This is an optimization exercise on Yosys and OpenROAD, whose aim is small area and a short achievable clock period, not a production implementation. RTL that was checked went through simulation tests only; none was proved equivalent to the original. No activity file was given, so power comes from the tool's default toggle rates.

== epsilon ==
Design rpn_cpu_core, start of the top module:
module rpn_cpu_core #(
    parameter int DATA_W      = 8,
    parameter int NREG        = 32,
    parameter int ADDR_W      = 8,
    parameter int STACK_DEPTH = 4
) (
    input  logic                            clk,
    input  logic                            reset,
    input  logic                            step,
    input  logic [3:0]                      evt,
    input  logic [DATA_W-1:0]               din,
    input  logic [11+2*DATA_W+ADDR_W-1:0]   instr,
    output logic [ADDR_W-1:0]               ip,
    output logic [DATA_W-1:0]               dout,
    output logic [DATA_W-1:0]               gpo,
    output logic [DATA_W-1:0]               flags
);
    logic [7:0] regs_q [32];
    logic [255:0] rf_q;
    for (genvar i = 0; i < 32; i++) begin : g_unpack
        assign regs_q[i] = rf_q[8*i +: 8];
    end
    logic [7:0] stack_q [4];
    logic [7:0] ip_q;
    logic [2:0] sp_q;
    logic [3:0] grp;
    logic [2:0] cmd;
    logic [1:0] t1, t2;
  ...
Size: ~1800 cells after synthesis, ~300 flip-flops, about 82 I/O pins, ~19000 µm² of cells after synthesis.
==> module rpn_cpu_core, before the edit <==
module rpn_cpu_core #(
    parameter int DATA_W      = 8,
    parameter int NREG        = 32,
    parameter int ADDR_W      = 8,
    parameter int STACK_DEPTH = 4
) (
    input  logic                            clk,
    input  logic                            reset,
    input  logic                            step,
    input  logic [3:0]                      evt,
    input  logic [DATA_W-1:0]               din,
    input  logic [11+2*DATA_W+ADDR_W-1:0]   instr,
    output logic [ADDR_W-1:0]               ip,
    output logic [DATA_W-1:0]               dout,
    output logic [DATA_W-1:0]               gpo,
    output logic [DATA_W-1:0]               flags
);
    logic [7:0] regs_q [32];
    logic [255:0] rf_q;
    for (genvar i = 0; i < 32; i++) begin : g_unpack
        assign regs_q[i] = rf_q[8*i +: 8];
    end
    logic [7:0] stack_q [4];
    logic [7:0] ip_q;
    logic [2:0] sp_q;
    logic [3:0] grp;
    logic [2:0] cmd;
    logic [1:0] t1, t2;
    logic [7:0] a1, a2, addr;
    assign {grp, cmd, t1, a1, t2, a2, addr} = instr;
    logic [7:0] r1_dir, r2_dir, num1, num2, acc;
    logic [4:0] loc1, loc2;
    rpn_rdport u_r1d (.d(rf_q), .s(a1[4:0]), .q(r1_dir));
    rpn_rdport u_r2d (.d(rf_q), .s(a2[4:0]), .q(r2_dir));
    rpn_rdsel2 u_r1i (.d(rf_q), .s(r1_dir[4:0]), .en(t1 == 2'd2),
                      .alt_a((t1 == 2'd1) ? r1_dir : regs_q[0]),
                      .alt_b((t1 == 2'd1) ? r1_dir : a1), .qa(acc), .qb(num1));
    rpn_rdsel u_r2i (.d(rf_q), .s(r2_dir[4:0]), .en(t2 == 2'd2),
                     .alt((t2 == 2'd1) ? r2_dir : a2), .q(num2));
    assign loc1 = (t1 == 2'd1) ? a1[4:0] : (t1 == 2'd2) ? r1_dir[4:0] : 5'd0;
    assign loc2 = (t2 == 2'd1) ? a2[4:0] : (t2 == 2'd2) ? r2_dir[4:0] : 5'd0;
    logic [8:0]  usum;
    logic        sad_ovf, umul_ovf, smul_ok, ovf, mc8;
    logic [15:0] mx, my;
    logic [7:0]  mz, prod, mhx, mhy, zeq;
    assign usum    = {1'b0, acc} + {1'b0, num2};
    assign sad_ovf = (acc[7] == num2[7]) & (usum[7] != acc[7]);
    rpn_mul8 u_mul (.a(acc), .b(num2), .s(cmd[0]), .x(mx), .y(my));
    assign {mc8, mz} = {1'b0, mx[7:0]} + {1'b0, my[7:0]};
    assign prod      = mz ^ {cmd[0], 7'd0};
    assign mhx       = mx[15:8];
    assign mhy       = my[15:8];
    assign umul_ovf  = (|mhx) | (|mhy) | mc8;
    assign zeq[0]    = (mhx[0] ^ mhy[0]) == mc8;
    for (genvar i = 1; i < 8; i++) begin : g_zeq
        assign zeq[i] = (mhx[i] ^ mhy[i]) == (mhx[i-1] | mhy[i-1]);
    end
    assign smul_ok   = &zeq;
    assign ovf       = cmd[0] ? sad_ovf : usum[8];
    logic [7:0] alu, shf, wd;
    always_comb begin
        case (cmd)
            3'd0, 3'd1: alu = usum[7:0];
            3'd4:       alu = acc & num2;
            3'd5:       alu = acc | num2;
            default:    alu = acc ^ num2;
        endcase
        case (cmd)
            3'd1:    shf = {num1[6:0], 1'b0};
            3'd2:    shf = {1'b0, num1[7:1]};
            default: shf = num1;
        endcase
    end
    logic [8:0] diff;
    logic       eq, ult, slt, take;
    assign diff = {1'b0, num1} - {1'b0, num2};
    assign eq   = (num1 == num2);
    assign ult  = diff[8];
    assign slt  = ult ^ num1[7] ^ num2[7];
    always_comb begin
        case (cmd)
            3'd0:    take = 1'b1;
            3'd1:    take = eq;
            3'd2:    take = ult;
            3'd3:    take = slt;
            3'd4:    take = ult | eq;
            3'd5:    take = slt | eq;
            default: take = 1'b0;
        endcase
    end
    logic g1, g2, g3, g4, g5;
    assign g1 = step & (grp == 4'd1);
    assign g2 = step & (grp == 4'd2);
    assign g3 = step & (grp == 4'd3);
    assign g4 = step & (grp == 4'd4);
    assign g5 = step & (grp == 4'd5);
    logic       we;
    logic [4:0] wa;
    logic [7:0] wdr;
    assign we  = g1 | (g3 & (cmd != 3'd7));
    assign wa  = grp[1] ? loc1 : loc2;
    logic       mulsel;
    logic [7:0] wdo;
    assign mulsel = grp[1] & (cmd[2:1] == 2'b01);
    assign wd     = mulsel ? prod : grp[1] ? alu : shf;
    assign wdo    = reset ? 8'd0 : grp[1] ? alu : shf;
    assign wdr    = (mulsel & ~reset) ? prod : wdo;
    logic [31:0] wen;
    assign wen = {32{reset}} | ({31'd0, we} << wa);
    logic       push_ok, pop_ok, stkerr;
    logic [7:0] fl_d;
    logic [7:0] cmd_mask;
    assign push_ok  = (sp_q != 3'd4);
    assign pop_ok   = (sp_q != 3'd0);
    assign stkerr   = g5 & ((cmd == 3'd0 & ~push_ok) | (cmd == 3'd1 & ~pop_ok));
    assign cmd_mask = 8'd1 << cmd;
    always_comb begin
        fl_d = (we & (wa == 5'd31)) ? wd : regs_q[31];
        if (g4) fl_d = regs_q[31] & ~cmd_mask;
        if (g3 & ~cmd[2] & ~cmd[1]) fl_d[4] = ovf;
        if (g1 & (cmd == 3'd1)) fl_d[5] = num1[7];
        if (g1 & (cmd == 3'd2)) fl_d[5] = num1[0];
        if (stkerr) fl_d[6] = 1'b1;
        fl_d[3:0] = fl_d[3:0] | evt;
        if (reset) fl_d = 8'd0;
        if (g3 & ~cmd[2] & cmd[1] & ~reset) fl_d[4] = cmd[0] ? ~smul_ok : umul_ovf;
    end
    for (genvar i = 0; i < 31; i++) begin : g_reg
        if (i == 28) begin : g_din
            always_ff @(posedge clk) begin
                if (reset | evt[3]) rf_q[8*i +: 8] <= reset ? 8'd0 : din;
                else if (wen[i]) rf_q[8*i +: 8] <= wdr;
            end
        end else begin : g_gen
            always_ff @(posedge clk) if (wen[i]) rf_q[8*i +: 8] <= wdr;
        end
    end
    always_ff @(posedge clk) rf_q[255:248] <= fl_d;
    logic [7:0] ip_inc, ip_d;
    logic       jump;
    assign ip_inc = ip_q + 8'd1;
    always_comb begin
        ip_d = ip_inc;
        if (g2 & take) ip_d = addr;
        if (g4 & regs_q[31][cmd]) ip_d = addr;
        if (g5 & (cmd == 3'd0) & push_ok) ip_d = addr;
        if (g5 & (cmd == 3'd1) & pop_ok) ip_d = stack_q[2'(sp_q - 3'd1)];
    end
    always_ff @(posedge clk) begin
        if (reset) begin
            ip_q <= 8'd0;
            sp_q <= 3'd0;
        end else if (step) begin
            ip_q <= ip_d;
            if (g5 & (cmd == 3'd0) & push_ok) sp_q <= sp_q + 3'd1;
            if (g5 & (cmd == 3'd1) & pop_ok) sp_q <= sp_q - 3'd1;
        end
    end
    always_ff @(posedge clk) begin
        if (g5 & (cmd == 3'd0) & push_ok & ~reset) stack_q[sp_q[1:0]] <= ip_inc;
    end
    assign ip    = ip_q;
    assign dout  = rf_q[247:240];
    assign gpo   = rf_q[239:232];
    assign flags = rf_q[255:248];
endmodule
clock: 13.0 ns
lec_check: 0
cap_margin: 20
cell_pad_in_sites_detail_placement: 1
core_margin: 2
core_utilization: 35
cts_buf_list: sky130_fd_sc_hd__clkbuf_8
place_density: 0.5
setup_slack_margin: 2.5
slew_margin: 20
standard.sh (not shown) runs the stock make flow with config.mk's settings and CLKGATE_MAP_FILE= SYNTH_SCRIPT=/design/flow/synth_recipe.tcl, a recipe that flattens the netlist after the stock synthesis.
==> flow/flow/run.sh <==
#!/bin/bash
# Standard ORFS layout, except that:
# - each register-file read port (modules rpn_rdport, rpn_rdsel, rpn_rdsel2) is synthesised
#   from a hand-mapped cell netlist (flow/rdport_map.v: a one-hot AND-OR of a222oi cells)
#   instead of Yosys/ABC's mapping; all registers and the rest of the design go through the
#   standard synthesis unchanged;
# - the port buffers are buf_1 cells (resized later where timing needs it).
set -euo pipefail
python3 flow/subst.py design.v flow/rdport_map.v design_mapped.v > subst.log 2>&1
bash standard.sh VERILOG_FILES="$PWD/design_mapped.v" \
    "BUFFER_PORTS_ARGS=-buffer_cell sky130_fd_sc_hd__buf_1" finish > standard.log 2>&1
Other scripts of this flow, unchanged in this note and not shown: flow/flow/rdport_map.v, flow/flow/subst.py
## Diff of input files: gamma against epsilon
--- a/flow/design.v
+++ b/flow/design.v
@@ -38,26 +38,29 @@
     rpn_rdsel u_r2i (.d(rf_q), .s(r2_dir[4:0]), .en(t2 == 2'd2),
                      .alt((t2 == 2'd1) ? r2_dir : a2), .q(num2));
     assign loc1 = (t1 == 2'd1) ? a1[4:0] : (t1 == 2'd2) ? r1_dir[4:0] : 5'd0;
     assign loc2 = (t2 == 2'd1) ? a2[4:0] : (t2 == 2'd2) ? r2_dir[4:0] : 5'd0;
     logic [8:0]  usum;
-    logic        sad_ovf, umul_ovf, smul_ok, ovf, mc8;
+    logic        sad_ovf, ovf, mc8, mhor, mxs8, zeqh, movf_c0, movf_c1;
     logic [15:0] mx, my;
-    logic [7:0]  mz, prod, mhx, mhy, zeq;
+    logic [7:0]  mz, prod, mhx, mhy;
+    logic [7:1]  zeq;
     assign usum    = {1'b0, acc} + {1'b0, num2};
     assign sad_ovf = (acc[7] == num2[7]) & (usum[7] != acc[7]);
     rpn_mul8 u_mul (.a(acc), .b(num2), .s(cmd[0]), .x(mx), .y(my));
     assign {mc8, mz} = {1'b0, mx[7:0]} + {1'b0, my[7:0]};
     assign prod      = mz ^ {cmd[0], 7'd0};
     assign mhx       = mx[15:8];
     assign mhy       = my[15:8];
-    assign umul_ovf  = (|mhx) | (|mhy) | mc8;
-    assign zeq[0]    = (mhx[0] ^ mhy[0]) == mc8;
+    assign mhor      = (|mhx) | (|mhy);
+    assign mxs8      = mhx[0] ^ mhy[0];
     for (genvar i = 1; i < 8; i++) begin : g_zeq
         assign zeq[i] = (mhx[i] ^ mhy[i]) == (mhx[i-1] | mhy[i-1]);
     end
-    assign smul_ok   = &zeq;
+    assign zeqh      = &zeq;
+    assign movf_c0   = cmd[0] ? ~(zeqh & ~mxs8) : mhor;
+    assign movf_c1   = cmd[0] ? ~(zeqh & mxs8) : 1'b1;
     assign ovf       = cmd[0] ? sad_ovf : usum[8];
     logic [7:0] alu, shf, wd;
     always_comb begin
         case (cmd)
             3'd0, 3'd1: alu = usum[7:0];
@@ -121,23 +124,26 @@
         if (g1 & (cmd == 3'd1)) fl_d[5] = num1[7];
         if (g1 & (cmd == 3'd2)) fl_d[5] = num1[0];
         if (stkerr) fl_d[6] = 1'b1;
         fl_d[3:0] = fl_d[3:0] | evt;
         if (reset) fl_d = 8'd0;
-        if (g3 & ~cmd[2] & cmd[1] & ~reset) fl_d[4] = cmd[0] ? ~smul_ok : umul_ovf;
     end
+    logic       mulf, fl4_c0, fl4_c1;
+    assign mulf   = g3 & ~cmd[2] & cmd[1] & ~reset;
+    assign fl4_c0 = mulf ? movf_c0 : fl_d[4];
+    assign fl4_c1 = mulf ? movf_c1 : fl_d[4];
     for (genvar i = 0; i < 31; i++) begin : g_reg
         if (i == 28) begin : g_din
             always_ff @(posedge clk) begin
                 if (reset | evt[3]) rf_q[8*i +: 8] <= reset ? 8'd0 : din;
                 else if (wen[i]) rf_q[8*i +: 8] <= wdr;
             end
         end else begin : g_gen
             always_ff @(posedge clk) if (wen[i]) rf_q[8*i +: 8] <= wdr;
         end
     end
-    always_ff @(posedge clk) rf_q[255:248] <= fl_d;
+    always_ff @(posedge clk) rf_q[255:248] <= {fl_d[7:5], mc8 ? fl4_c1 : fl4_c0, fl_d[3:0]};
     logic [7:0] ip_inc, ip_d;
     logic       jump;
     assign ip_inc = ip_q + 8'd1;
     always_comb begin
         ip_d = ip_inc;
## What came out
On gamma: worst hold margin is 130 ps lower than what epsilon gave. Total die area (lower): epsilon. Summary — area added between synthesis and finish, gamma relative to epsilon: higher, by 4.7 points. Comparing epsilon and gamma, the lower power was measured on epsilon. As of gamma, maximum frequency had risen slightly compared to epsilon. Between gamma and epsilon, it is gamma whose global-route wire length before repair is lower, by about 1.5%. Summary of the comparison: die span in y is higher in gamma, relative to epsilon. Relative to epsilon, number of buffers created by CTS has gone down in gamma. Routed via count was lower in the run labelled gamma. Routed wire length (gamma over epsilon): decrease, 1.8%. As far as flop and latch count out of synthesis is concerned, epsilon and gamma perform about the same. Going from epsilon to gamma, HPWL after detailed placement shrank by about 1.5%; part of the cycle the worst path needs dropped 0.41 points.
For gamma, only the layout was checked, not whether the RTL still works.

## separate check: timing with driven ports
Ports are ideal in the flow. The routed layouts listed here were re-timed in OpenROAD. Step 1: set_driving_cell puts a clkbuf_16 on clk and a buf_2 on each other input, an assumption about the parent block. Step 2 moves the port delays by t, midway between the first and last clock arrival at a register: inputs arrive t later, outputs are due t later. That takes back most of the time a late clock gives input paths. Three values: ideal, step 1, step 2; two values: the first two.
run | t, ns | setup slack, ns | clock arrival spread, ns
epsilon | 0.706 | 2.415 / 2.384 / 1.678 | 0.040 / 0.040
gamma | 0.710 | 2.468 / 2.403 / 1.693 | 0.045 / 0.045
After both steps every run listed still meets setup and hold. The setup slack of gamma, which loses most, moves by -0.065 ns with the drivers and by -0.775 ns with both steps.
